What follows belongs to an exercise in optimizing a design on an open flow for a short achievable clock period and few clock cycles; a production flow would make more cautious choices. The RTL was checked by simulation tests, not by an equivalence proof against the original design. No activity file was given, so power comes from the tool's default toggle rates.

### flow/run.sh
#!/bin/bash
# synth_recipe.tcl (not shown) runs the flow's synth.tcl, then flattens the netlist and writes it again
# the make line also repeats each setting of config.mk as NAME=value (left out here)
make -C /OpenROAD-flow-scripts/flow DESIGN_CONFIG=/design/flow/config.mk WORK_HOME=/design/flow/orfs CLKGATE_MAP_FILE= SYNTH_SCRIPT=/design/flow/synth_recipe.tcl finish
### flow/config.mk
export PLATFORM = sky130hd
export DESIGN_NAME = riscv_multicycle_top
export DESIGN_NICKNAME = riscv_multicycle_top
export VERILOG_FILES = /design/flow/design.v
export SDC_FILE = /design/flow/constraint.sdc
export NUM_CORES = 4
export LEC_CHECK = 0
export CAP_MARGIN = 20
export CORE_MARGIN = 2
export CORE_UTILIZATION = 40
export SLEW_MARGIN = 20
### flow/constraint.sdc
create_clock -name core_clock -period 12.0 [get_ports {clk}]
set_input_delay 2.4000 -clock core_clock [delete_from_list [all_inputs] [get_ports {clk}]]
set_output_delay 2.4000 -clock core_clock [all_outputs]
set_load 0.01 [all_outputs]
### flow/design.v
package rv_isa_pkg;
	localparam int XLEN       = 32;
	localparam int REG_ADDR_W = 5;
	localparam logic [6:0] OPC_LUI    = 7'b0110111;
	localparam logic [6:0] OPC_AUIPC  = 7'b0010111;
	localparam logic [6:0] OPC_JAL    = 7'b1101111;
	localparam logic [6:0] OPC_JALR   = 7'b1100111;
	localparam logic [6:0] OPC_BRANCH = 7'b1100011;
	localparam logic [6:0] OPC_LOAD   = 7'b0000011;
	localparam logic [6:0] OPC_STORE  = 7'b0100011;
	localparam logic [6:0] OPC_OP_IMM = 7'b0010011;
	localparam logic [6:0] OPC_OP     = 7'b0110011;
	typedef struct packed {
		logic [6:0] funct7;
		logic [4:0] rs2;
		logic [4:0] rs1;
		logic [2:0] funct3;
		logic [4:0] rd;
		logic [6:0] opcode;
	} r_fmt_t;
	typedef struct packed {
		logic [11:0] imm11_0;
		logic [4:0]  rs1;
		logic [2:0]  funct3;
		logic [4:0]  rd;
		logic [6:0]  opcode;
	} i_fmt_t;
	typedef struct packed {
		logic [6:0] imm11_5;
		logic [4:0] rs2;
		logic [4:0] rs1;
		logic [2:0] funct3;
		logic [4:0] imm4_0;
		logic [6:0] opcode;
	} s_fmt_t;
	typedef struct packed {
		logic       imm12;
		logic [5:0] imm10_5;
		logic [4:0] rs2;
		logic [4:0] rs1;
		logic [2:0] funct3;
		logic [3:0] imm4_1;
		logic       imm11;
		logic [6:0] opcode;
	} b_fmt_t;
	typedef struct packed {
		logic [19:0] imm31_12;
		logic [4:0]  rd;
		logic [6:0]  opcode;
	} u_fmt_t;
	typedef struct packed {
		logic       imm20;
		logic [9:0] imm10_1;
		logic       imm11;
		logic [7:0] imm19_12;
		logic [4:0] rd;
		logic [6:0] opcode;
	} j_fmt_t;
	typedef union packed {
		r_fmt_t r;
		i_fmt_t i;
		s_fmt_t s;
		b_fmt_t b;
		u_fmt_t u;
		j_fmt_t j;
	} instr_t;
	typedef enum logic [3:0] {
		ALU_ADD  = 4'd0,
		ALU_SUB  = 4'd1,
		ALU_SLL  = 4'd2,
		ALU_SLT  = 4'd3,
		ALU_SLTU = 4'd4,
		ALU_XOR  = 4'd5,
		ALU_SRL  = 4'd6,
		ALU_SRA  = 4'd7,
		ALU_OR   = 4'd8,
		ALU_AND  = 4'd9
	} alu_op_t;
endpackage
package cpu_ctrl_pkg;
	typedef enum logic [8:0] {
		S_INIT = 9'b000000001,
		S_IF   = 9'b000000010,  
		S_IW   = 9'b000000100,  
		S_ID   = 9'b000001000,
		S_EX   = 9'b000010000,
		S_LD   = 9'b000100000,
		S_ST   = 9'b001000000,
		S_RDW  = 9'b010000000,  
		S_WB   = 9'b100000000
	} state_t;
	typedef enum logic [2:0] {
		CLS_ALU    = 3'd0,
		CLS_LOAD   = 3'd1,
		CLS_STORE  = 3'd2,
		CLS_BRANCH = 3'd3,
		CLS_JUMP   = 3'd4,
		CLS_UPPER  = 3'd5
	} inst_class_t;
	localparam int EV_CYCLE      = 0;
	localparam int EV_FETCH      = 1;
	localparam int EV_LOAD       = 2;
	localparam int EV_STORE      = 3;
	localparam int EV_FETCH_WAIT = 4;
	localparam int EV_LOAD_WAIT  = 5;
	localparam int EV_STORE_WAIT = 6;
	localparam int EV_TAKEN      = 7;
	localparam int NUM_EVENTS    = 8;
endpackage
import rv_isa_pkg::*;
module alu
(
	input  logic [XLEN-1:0] a,
	input  logic [XLEN-1:0] b,
	input  rv_isa_pkg::alu_op_t         op,
	output logic [XLEN-1:0] result,
	output logic            zero
);
	logic [4:0] shamt;
	assign shamt = b[4:0];
	always_comb begin
		unique case (op)
			ALU_ADD:  result = a + b;
			ALU_SUB:  result = a - b;
			ALU_SLL:  result = a << shamt;
			ALU_SLT:  result = {{(XLEN-1){1'b0}}, $signed(a) < $signed(b)};
			ALU_SLTU: result = {{(XLEN-1){1'b0}}, a < b};
			ALU_XOR:  result = a ^ b;
			ALU_SRL:  result = a >> shamt;
			ALU_SRA:  result = $unsigned($signed(a) >>> shamt);  
			ALU_OR:   result = a | b;
			ALU_AND:  result = a & b;
			default:  result = '0;
		endcase
	end
	assign zero = (result == '0);
endmodule
import rv_isa_pkg::*;
module reg_file
(
	input  logic                  clk,
	input  logic                  wen,
	input  logic [REG_ADDR_W-1:0] waddr,
	input  logic [REG_ADDR_W-1:0] raddr1,
	input  logic [REG_ADDR_W-1:0] raddr2,
	input  logic [XLEN-1:0]       wdata,
	output logic [XLEN-1:0]       rdata1,
	output logic [XLEN-1:0]       rdata2
);
	logic [XLEN-1:0] regs [2**REG_ADDR_W];
	always_ff @(posedge clk) begin
		if (wen)
			regs[waddr] <= wdata;
	end
	assign rdata1 = (raddr1 == '0) ? '0 : regs[raddr1];
	assign rdata2 = (raddr2 == '0) ? '0 : regs[raddr2];
endmodule
module perf_counter #(
	parameter int CNT_W = 32
) (
	input  logic             clk,
	input  logic             rst,
	input  logic             event_hit,
	output logic [CNT_W-1:0] count
);
	always_ff @(posedge clk) begin
		if (rst)
			count <= '0;
		else if (event_hit)
			count <= count + CNT_W'(1);  
	end
endmodule
import cpu_ctrl_pkg::*;
module cpu_control
(
	input  logic                  clk,
	input  logic                  rst,
	output logic                  ctrl_inst_load,
	output logic                  ctrl_decode_latch,
	output logic                  ctrl_exec_latch,
	output logic                  ctrl_mem_latch,
	output logic                  ctrl_wb_en,
	input  cpu_ctrl_pkg::inst_class_t           ctrl_inst_class,
	input  logic                  ctrl_taken,
	input  logic                  ctrl_rd_nonzero_wen,
	output logic                  inst_req_valid,
	input  logic                  inst_req_ready,
	input  logic                  inst_valid,
	output logic                  inst_ready,
	output logic                  mem_read,
	output logic                  mem_write,
	input  logic                  mem_req_ready,
	input  logic                  read_data_valid,
	output logic                  read_data_ready,
	output logic                  retire_valid,
	output logic [NUM_EVENTS-1:0] events
);
	cpu_ctrl_pkg::state_t state;
	cpu_ctrl_pkg::state_t state_next;
	logic s_if, s_iw, s_id, s_ex, s_ld, s_st, s_rdw, s_wb;
	assign s_if  = (state == S_IF);
	assign s_iw  = (state == S_IW);
	assign s_id  = (state == S_ID);
	assign s_ex  = (state == S_EX);
	assign s_ld  = (state == S_LD);
	assign s_st  = (state == S_ST);
	assign s_rdw = (state == S_RDW);
	assign s_wb  = (state == S_WB);
	always_ff @(posedge clk) begin
		if (rst)
			state <= S_INIT;
		else
			state <= state_next;
	end
	always_comb begin
		state_next = state;  
		unique case (state)
			S_INIT: state_next = S_IF;
			S_IF:   if (inst_req_ready) state_next = S_IW;
			S_IW:   if (inst_valid) state_next = S_ID;
			S_ID:   state_next = S_EX;
			S_EX: begin
				unique case (ctrl_inst_class)
					CLS_LOAD:   state_next = S_LD;
					CLS_STORE:  state_next = S_ST;
					CLS_BRANCH: state_next = S_IF;  
					default:    state_next = S_WB;
				endcase
			end
			S_LD:   if (mem_req_ready) state_next = S_RDW;
			S_ST:   if (mem_req_ready) state_next = S_IF;
			S_RDW:  if (read_data_valid) state_next = S_WB;
			S_WB:   state_next = S_IF;
			default: state_next = S_INIT;
		endcase
	end
	assign inst_req_valid  = s_if;
	assign inst_ready      = s_iw;
	assign mem_read        = s_ld;
	assign mem_write       = s_st;
	assign read_data_ready = s_rdw;
	assign ctrl_inst_load    = s_iw & inst_valid;
	assign ctrl_decode_latch = s_id;
	assign ctrl_exec_latch   = s_ex;
	assign ctrl_mem_latch    = s_rdw & read_data_valid;
	assign ctrl_wb_en        = s_wb & ctrl_rd_nonzero_wen;
	assign retire_valid = s_wb
		| (s_ex & (ctrl_inst_class == CLS_BRANCH))
		| (s_st & mem_req_ready);
	always_comb begin
		events                = '0;
		events[EV_CYCLE]      = 1'b1;  
		events[EV_FETCH]      = s_if & inst_req_ready;
		events[EV_LOAD]       = s_ld & mem_req_ready;
		events[EV_STORE]      = s_st & mem_req_ready;
		events[EV_FETCH_WAIT] = s_if | s_iw;
		events[EV_LOAD_WAIT]  = s_ld | s_rdw;
		events[EV_STORE_WAIT] = s_st;
		events[EV_TAKEN]      = s_ex & ctrl_taken;
	end
endmodule
import rv_isa_pkg::*;
import cpu_ctrl_pkg::*;
module cpu_datapath
#(
	parameter logic [XLEN-1:0] RESET_PC = '0
) (
	input  logic                  clk,
	input  logic                  rst,
	input  logic                  ctrl_inst_load,
	input  logic                  ctrl_decode_latch,
	input  logic                  ctrl_exec_latch,
	input  logic                  ctrl_mem_latch,
	input  logic                  ctrl_wb_en,
	output cpu_ctrl_pkg::inst_class_t           ctrl_inst_class,
	output logic                  ctrl_taken,
	output logic                  ctrl_rd_nonzero_wen,
	input  logic [XLEN-1:0]       instruction,
	input  logic [XLEN-1:0]       read_data,
	output logic [XLEN-1:0]       pc,
	output logic [XLEN-1:0]       mem_address,
	output logic [XLEN-1:0]       write_data,
	output logic                  retire_wen,
	output logic [REG_ADDR_W-1:0] retire_rd,
	output logic [XLEN-1:0]       retire_data,
	output logic [XLEN-1:0]       retire_pc
);
	rv_isa_pkg::instr_t            ir;
	logic [XLEN-1:0]   inst_pc_q;   
	logic [XLEN-1:0]   pc_plus4_q;
	logic [XLEN-1:0]   op_a_q;
	logic [XLEN-1:0]   op_b_q;
	logic [XLEN-1:0]   target_q;
	logic [XLEN-1:0]   result_q;
	logic [XLEN-1:0]   mem_q;
	cpu_ctrl_pkg::inst_class_t       inst_class;
	rv_isa_pkg::alu_op_t           alu_op;
	logic [XLEN-1:0]   imm;
	logic [XLEN-1:0]   rdata1, rdata2;
	logic [XLEN-1:0]   alu_b, alu_result;
	logic              alu_zero;
	logic [XLEN-1:0]   target_sum;
	logic [XLEN-1:0]   wb_data;
	logic              is_jalr, is_op;
	assign is_jalr = (ir.r.opcode == OPC_JALR);
	assign is_op   = (ir.r.opcode == OPC_OP);
	always_comb begin
		unique case (ir.r.opcode)
			OPC_LOAD:          inst_class = CLS_LOAD;
			OPC_STORE:         inst_class = CLS_STORE;
			OPC_BRANCH:        inst_class = CLS_BRANCH;
			OPC_JAL, OPC_JALR: inst_class = CLS_JUMP;
			OPC_LUI, OPC_AUIPC: inst_class = CLS_UPPER;
			default:           inst_class = CLS_ALU;
		endcase
	end
	always_comb begin
		unique case (ir.r.opcode)
			OPC_STORE:
				imm = {{20{ir.s.imm11_5[6]}}, ir.s.imm11_5, ir.s.imm4_0};
			OPC_BRANCH:
				imm = {{19{ir.b.imm12}}, ir.b.imm12, ir.b.imm11, ir.b.imm10_5,
					ir.b.imm4_1, 1'b0};
			OPC_LUI, OPC_AUIPC:
				imm = {ir.u.imm31_12, 12'b0};
			OPC_JAL:
				imm = {{11{ir.j.imm20}}, ir.j.imm20, ir.j.imm19_12, ir.j.imm11,
					ir.j.imm10_1, 1'b0};
			default:
				imm = {{20{ir.i.imm11_0[11]}}, ir.i.imm11_0};
		endcase
	end
	always_comb begin
		alu_op = ALU_ADD;  
		if (inst_class == CLS_BRANCH) begin
			if (!ir.b.funct3[2])
				alu_op = ALU_SUB;
			else if (ir.b.funct3[1])
				alu_op = ALU_SLTU;
			else
				alu_op = ALU_SLT;
		end else if (inst_class == CLS_ALU) begin
			unique case (ir.r.funct3)
				3'b000: alu_op = (is_op && ir.r.funct7[5]) ? ALU_SUB : ALU_ADD;
				3'b001: alu_op = ALU_SLL;
				3'b010: alu_op = ALU_SLT;
				3'b011: alu_op = ALU_SLTU;
				3'b100: alu_op = ALU_XOR;
				3'b101: alu_op = ir.r.funct7[5] ? ALU_SRA : ALU_SRL;
				3'b110: alu_op = ALU_OR;
				default: alu_op = ALU_AND;
			endcase
		end
	end
	assign alu_b = (is_op || inst_class == CLS_BRANCH) ? op_b_q : imm;
	alu alu_inst (
		.a      (op_a_q),
		.b      (alu_b),
		.op     (alu_op),
		.result (alu_result),
		.zero   (alu_zero)
	);
	reg_file reg_file_inst (
		.clk    (clk),
		.wen    (ctrl_wb_en),
		.waddr  (ir.r.rd),
		.raddr1 (ir.r.rs1),
		.raddr2 (ir.r.rs2),
		.wdata  (wb_data),
		.rdata1 (rdata1),
		.rdata2 (rdata2)
	);
	assign target_sum = (is_jalr ? rdata1 : inst_pc_q) + imm;
	assign ctrl_inst_class     = inst_class;
	assign ctrl_taken          = (inst_class == CLS_JUMP)
		| ((inst_class == CLS_BRANCH) & (ir.b.funct3[2] ^ ir.b.funct3[0] ^ alu_zero));
	assign ctrl_rd_nonzero_wen = (inst_class != CLS_BRANCH) && (inst_class != CLS_STORE)
		&& (ir.r.rd != '0);
	always_ff @(posedge clk) begin
		if (ctrl_inst_load) begin
			ir         <= rv_isa_pkg::instr_t'(instruction);
			inst_pc_q  <= pc;
			pc_plus4_q <= pc + XLEN'(4);
		end
		if (ctrl_decode_latch) begin
			op_a_q   <= rdata1;
			op_b_q   <= rdata2;
			target_q <= {target_sum[XLEN-1:1], target_sum[0] & ~is_jalr};
		end
		if (ctrl_exec_latch) begin
			if (inst_class == CLS_UPPER)
				result_q <= (ir.r.opcode == OPC_LUI) ? imm : target_q;  
			else
				result_q <= alu_result;
		end
		if (ctrl_mem_latch)
			mem_q <= read_data;
	end
	always_ff @(posedge clk) begin
		if (rst)
			pc <= RESET_PC;
		else if (ctrl_exec_latch)
			pc <= ctrl_taken ? target_q : pc_plus4_q;
	end
	always_comb begin
		unique case (inst_class)
			CLS_JUMP: wb_data = pc_plus4_q;  
			CLS_LOAD: wb_data = mem_q;
			default:  wb_data = result_q;
		endcase
	end
	assign mem_address = result_q;
	assign write_data  = op_b_q;
	assign retire_wen  = ctrl_wb_en;
	assign retire_rd   = ir.r.rd;
	assign retire_data = wb_data;
	assign retire_pc   = inst_pc_q;
endmodule
import rv_isa_pkg::*;
import cpu_ctrl_pkg::*;
module riscv_multicycle_top
#(
	parameter int              CNT_W    = 32,
	parameter logic [XLEN-1:0] RESET_PC = '0
) (
	input  logic                                clk,
	input  logic                                rst,
	output logic [XLEN-1:0]                     pc,
	output logic                                inst_req_valid,
	input  logic                                inst_req_ready,
	input  logic [XLEN-1:0]                     instruction,
	input  logic                                inst_valid,
	output logic                                inst_ready,
	output logic [XLEN-1:0]                     mem_address,
	output logic                                mem_write,
	output logic [XLEN-1:0]                     write_data,
	output logic                                mem_read,
	input  logic                                mem_req_ready,
	input  logic [XLEN-1:0]                     read_data,
	input  logic                                read_data_valid,
	output logic                                read_data_ready,
	output logic                                retire_valid,
	output logic                                retire_wen,
	output logic [REG_ADDR_W-1:0]               retire_rd,
	output logic [XLEN-1:0]                     retire_data,
	output logic [XLEN-1:0]                     retire_pc,
	output logic [NUM_EVENTS-1:0][CNT_W-1:0]    perf_cnt
);
	logic [NUM_EVENTS-1:0] events;
	logic        ctrl_inst_load;
	logic        ctrl_decode_latch;
	logic        ctrl_exec_latch;
	logic        ctrl_mem_latch;
	logic        ctrl_wb_en;
	cpu_ctrl_pkg::inst_class_t ctrl_inst_class;
	logic        ctrl_taken;
	logic        ctrl_rd_nonzero_wen;
	cpu_control cpu_control_inst (
		.clk             (clk),
		.rst             (rst),
		.ctrl_inst_load      (ctrl_inst_load),
		.ctrl_decode_latch   (ctrl_decode_latch),
		.ctrl_exec_latch     (ctrl_exec_latch),
		.ctrl_mem_latch      (ctrl_mem_latch),
		.ctrl_wb_en          (ctrl_wb_en),
		.ctrl_inst_class     (ctrl_inst_class),
		.ctrl_taken          (ctrl_taken),
		.ctrl_rd_nonzero_wen (ctrl_rd_nonzero_wen),
		.inst_req_valid  (inst_req_valid),
		.inst_req_ready  (inst_req_ready),
		.inst_valid      (inst_valid),
		.inst_ready      (inst_ready),
		.mem_read        (mem_read),
		.mem_write       (mem_write),
		.mem_req_ready   (mem_req_ready),
		.read_data_valid (read_data_valid),
		.read_data_ready (read_data_ready),
		.retire_valid    (retire_valid),
		.events          (events)
	);
	cpu_datapath #(
		.RESET_PC (RESET_PC)
	) cpu_datapath_inst (
		.clk         (clk),
		.rst         (rst),
		.ctrl_inst_load      (ctrl_inst_load),
		.ctrl_decode_latch   (ctrl_decode_latch),
		.ctrl_exec_latch     (ctrl_exec_latch),
		.ctrl_mem_latch      (ctrl_mem_latch),
		.ctrl_wb_en          (ctrl_wb_en),
		.ctrl_inst_class     (ctrl_inst_class),
		.ctrl_taken          (ctrl_taken),
		.ctrl_rd_nonzero_wen (ctrl_rd_nonzero_wen),
		.instruction (instruction),
		.read_data   (read_data),
		.pc          (pc),
		.mem_address (mem_address),
		.write_data  (write_data),
		.retire_wen  (retire_wen),
		.retire_rd   (retire_rd),
		.retire_data (retire_data),
		.retire_pc   (retire_pc)
	);
	for (genvar i = 0; i < NUM_EVENTS; i++) begin : g_perf
		perf_counter #(
			.CNT_W (CNT_W)
		) perf_counter_inst (
			.clk       (clk),
			.rst       (rst),
			.event_hit (events[i]),
			.count     (perf_cnt[i])
		);
	end
endmodule
==> notes.md <==
## critical path, stage by stage, from the launching register on
cell	delay, ns
edfxtp_1	0.33
buf_4	0.50
nand3b_1	0.86
o31ai_1	1.17
nor2_1	0.17
nor2_1	0.25
inv_1	0.10
ha_1	0.46
nor4_1	0.69
o21ai_0	0.20
a22o_1	0.23
a2111o_1	0.42
a221oi_1	0.25
o211ai_1	0.14
nor3_1	0.39
nor4bb_1	0.40
nand4_1	0.21
nor4_1	0.65
nand3b_1	0.18
mux2i_1	0.31
or2_4	0.55
buf_4	0.53
mux2i_1	0.15
a211oi_1	0.28
## worst max path at each step
stage	start	depth (start not counted)	endpoint	slack, ns
floorplan	cpu_control_inst.state[4]	7	cpu_control_inst.state[8]	0.17
global placement	cpu_datapath_inst.ir[5]	23	cpu_datapath_inst.pc[6]	2.47
detailed placement	cpu_datapath_inst.ir[5]	23	cpu_datapath_inst.pc[1]	2.55
CTS	cpu_datapath_inst.ir[5]	23	cpu_datapath_inst.pc[1]	2.50
global route	cpu_datapath_inst.ir[4]	27	cpu_datapath_inst.pc[1]	2.03
finish	cpu_datapath_inst.ir[5]	23	cpu_datapath_inst.pc[1]	2.29
## area by class of cell
| type | count | area, um2 |
|---|---|---|
| antenna | 11 | 27.5 |
| clock buffer | 221 | 4620 |
| clock inverter | 104 | 1060 |
| fill | 17800 | 108000 |
| inverter | 157 | 601 |
| multi-input combinational | 3985 | 36100 |
| sequential | 1580 | 44400 |
| tap | 2688 | 3360 |
| timing repair buffer | 683 | 6450 |
## per-stage QoR
stage | power (uW) | worst slack [ns] | instances | utilization [%]
after floorplan | 6150 | 0.165 | 6119 | -
after global placement | 6260 | 2.47 | 9087 | 44.4
after detailed placement | 6260 | 2.55 | 9089 | 44.5
after CTS | 11600 | 2.50 | 9414 | 47.2
after global routing | 11800 | 2.03 | 9426 | 47.3
final | 11500 | 2.29 | 9429 | 47.3
## cell families after synthesis
| group | Yosys count |
|---|---|
| buffers and inverters | 554 |
| AOI/OAI and AO/OA | 972 |
| muxes | 914 |
| adders and majority gates | 133 |
| and+or+nand+nor | 1677 |
| xor gates and xnor gates | 257 |
| DFF | 1580 |
| other | 1 |
## power groups by stage
stage / sequential [uW] / clock [uW] / combinational (uW)
3_5_place_dp: 5990 / 0 / 268
3_3_place_gp: 5990 / 0 / 268
6_report: 5870 / 5370 / 272
4_1_cts: 5870 / 5450 / 269
5_1_grt: 5870 / 5660 / 287
2_1_floorplan: 5980 / 0 / 164
## Yosys cell counts, types with 16 or more instances
library cell and instances:
xor2_1 154, nor2b_1 41, nor2_1 591, and2_1 23, a31oi_1 24, nand4_1 75, o22ai_1 33, nand3b_1 16
nor3_1 69, nand3_1 156, or3_1 60, a21oi_1 256, a221oi_1 25, a21o_1 35, o31ai_1 16, a22oi_1 45
o211ai_1 53, o21a_1 28, buf_1 74, nor4_1 40, o21ai_0 171, edfxtp_1 1278, xnor2_1 103, mux4_2 648
buf_2 43, ha_1 131, mux2_2 57, a211oi_1 93, clkbuf_1 255, inv_1 152, dfxtp_1 302, nand2_1 425
and3_1 85, buf_4 18, mux2i_1 200
## registers in the layout, summed over array words and instances, names as in the netlist, named ones only
name                                  cells
cpu_datapath_inst.target_q               32
cpu_datapath_inst.op_a_q                 32
cpu_datapath_inst.pc                     32
cpu_datapath_inst.ir                     32
cpu_datapath_inst.result_q               32
g_perf.perf_counter_inst.count          256
cpu_datapath_inst.mem_q                  32
cpu_datapath_inst.inst_pc_q              30
cpu_datapath_inst.pc_plus4_q             32
cpu_datapath_inst.op_b_q                 32
cpu_control_inst.state                    9
cpu_datapath_inst.reg_file_inst.regs   1024
## cells in the final DEF (no fill, tap or decap), types with 131 or more instances in the layout
cell,synthesis,layout
dfxtp_1,302,297
a21oi_1,256,255
clkbuf_16,0,175
mux2i_1,200,200
buf_4,18,177
nor2_1,591,554
o21ai_0,171,170
inv_1,152,149
nand3_1,156,156
ha_1,131,131
xor2_1,154,154
mux4_2,648,648
edfxtp_1,1278,1278
clkdlybuf4s50_1,0,496
nand2_1,425,422
## metal layers
| metal | track usage, % | vias up |
|---|---|---|
| li1 | - | 24900 |
| met1 | 39.8 | 30900 |
| met2 | 48.4 | 3226 |
| met3 | 5.38 | 653 |
| met4 | 17.8 | 6 |
| met5 | 0 | - |
==> flow_metrics.env <==
export IMPL_post_route_period_util_pct=80.9
export IMPL_synth_seq_cells=1580
export IMPL_slew_limit_headroom_pct=20.9
export IMPL_fin_tns_setup_ns=0
export IMPL_cts_buffer_depth=3
export IMPL_synth_top_area_share_pct=46.6
export IMPL_synth_simple_area_share_pct=9.57
export IMPL_fp_dieH_um=458
export IMPL_clock_sinks=1580
export IMPL_h_tree_depth=4
export IMPL_layout_drive_gt1_share_pct=18.8
export IMPL_slew_violations=0
export IMPL_met1_length_um=126000
export IMPL_yosys_warnings=5
export IMPL_vias=59600
export IMPL_ant_nets=0
export IMPL_worst_setup_path_end_kind="register"
export IMPL_row_count=166
export IMPL_irDropWorstVdd_mv=0.141
export IMPL_dr_wl_met2_um=152000
export IMPL_drt_iter0_drc=7329
export IMPL_postLayoutCellArea_um2=96700
export IMPL_p_per_area_nw_per_um2=119
export IMPL_synthCells=6088
export IMPL_wl_um=327000
export IMPL_async_flop_share_pct=0
export IMPL_grt_pass1_wl_um=454000
export IMPL_wl_met3_um=27200
export IMPL_finalCriticalPeriod_ns=9.71
export IMPL_synth_ff_type="edfxtp_1"
export IMPL_synthMuxAreaShare_pct=21.1
export IMPL_io_pins=498
export IMPL_synth_adder_area_share_pct=2.04
export IMPL_syn_cell_area_um2=82300
export IMPL_fmax_mhz=103
export IMPL_overflow=0
export IMPL_intPower_uw=9000
export IMPL_seq_power_share_pct=51.0
export IMPL_synth_compound_area_share_pct=7.90
export IMPL_outcome="finished clean"
export IMPL_yosysTopAreaCell="edfxtp_1"
export IMPL_post_cts_buffers=0
export IMPL_holdPathEnd="cpu_datapath_inst.pc_plus4_q[0]"
export IMPL_setup_viol=0
export IMPL_place_gp_congestion=1.00
export IMPL_rsz0062_at_grt="no"
export IMPL_synth_cell_types=112
export IMPL_cts_root_buffer="clkbuf_16"
export IMPL_path_clk_slew_ns=0.07
export IMPL_port_buffer_count=497
export IMPL_viasPerCell=6.32
export IMPL_top_layer="met5"
export IMPL_detail_route_first_pass_iterations=6
export IMPL_worstSetupPathType="reg2reg"
export IMPL_worst_pin_slew_ns=1.19
export IMPL_p_comb_share_pct=2.4
export IMPL_hold_viol_final=0
export IMPL_die_area_um2=209000
export IMPL_r2r_cells=23
export IMPL_cts_resized=0
export IMPL_clock_latency_ns=0.85
export IMPL_cts_buffers=173
export IMPL_grt_use_total_pct=30.6
export IMPL_yosysSeqAreaShare_pct=54.0
export IMPL_synth_edff_count=1278
export IMPL_whs_ns=0.471
export IMPL_cts_hold_buf=0
export IMPL_grt_max_degree=154
export IMPL_start_util_pct=40.2
export IMPL_chipWidth_um=458
export IMPL_syn_to_final_growth_pct=17.5
export IMPL_r2r_end="cpu_datapath_inst.pc[1]"
export IMPL_nNetsFinal=6783
export IMPL_r2r_slack_ns=2.29
export IMPL_synthXorXnorAreaFrac_pct=2.73
export IMPL_cp_data_arrival_time_ns=10.42
export IMPL_worstHoldPathType="reg2reg"
export IMPL_min_from="cpu_datapath_inst.pc[0]"
export IMPL_rr_startpoint="cpu_datapath_inst.ir[5]"
export IMPL_antenna_found_initial=18
export IMPL_avgSynthCellArea_um2=13.5
export IMPL_swShare_pct=21.9
export IMPL_holdPathStages=0
export IMPL_dpl_hpwl_um=227000
export IMPL_cp_start_kind="register"
export IMPL_power_switching_uw=2520
export IMPL_worst_clock_skew_ns=0.0688
export IMPL_cp_max_fo=43
export IMPL_drcViolationCount=0
export IMPL_synth_area_top_cells="edfxtp_1 (47%), mux4_2 (18%), dfxtp_1 (7.3%)"
export IMPL_core_um2=205000
export IMPL_cts_tree="done"
export IMPL_p_leak_uw=0.0324
export IMPL_wl_per_cell_um=34.7
export IMPL_worstPathRequired_ns=12.70
export IMPL_grt_pass1_vias=58000
export IMPL_synth_top_family_by_area="multiplexers"
export IMPL_placed_area_um2=90900
export IMPL_drv_cap=0
export IMPL_pwr_share_clk_pct=46.7
Testbench counts, summed over its fixed seeds: cycles 142,922.

-- what the ideal ports hide --
No port has a modelled driver above. Below, the same layout with a new extraction and two added sets of constraints. Step 1, drivers: a clkbuf_16 drives clk and a buf_2 each remaining input, both assumed. Step 2, shift: input delay + t, output delay - t, t = (earliest + latest rising clock arrival at the registers) / 2. This alone moves slack from input paths to output paths. Slacks: no drivers / after step 1 / after step 2; pairs: no drivers / after step 1.
t (ns): 0.901
setup WS [ns]: 2.288 / 2.288 / 2.288
hold slack, ns: 0.471 / 0.471 / 0.471
After both steps setup and hold are still met in this run. The setup slack of this run moves by 0.000 ns with the drivers and by 0.000 ns with both steps.
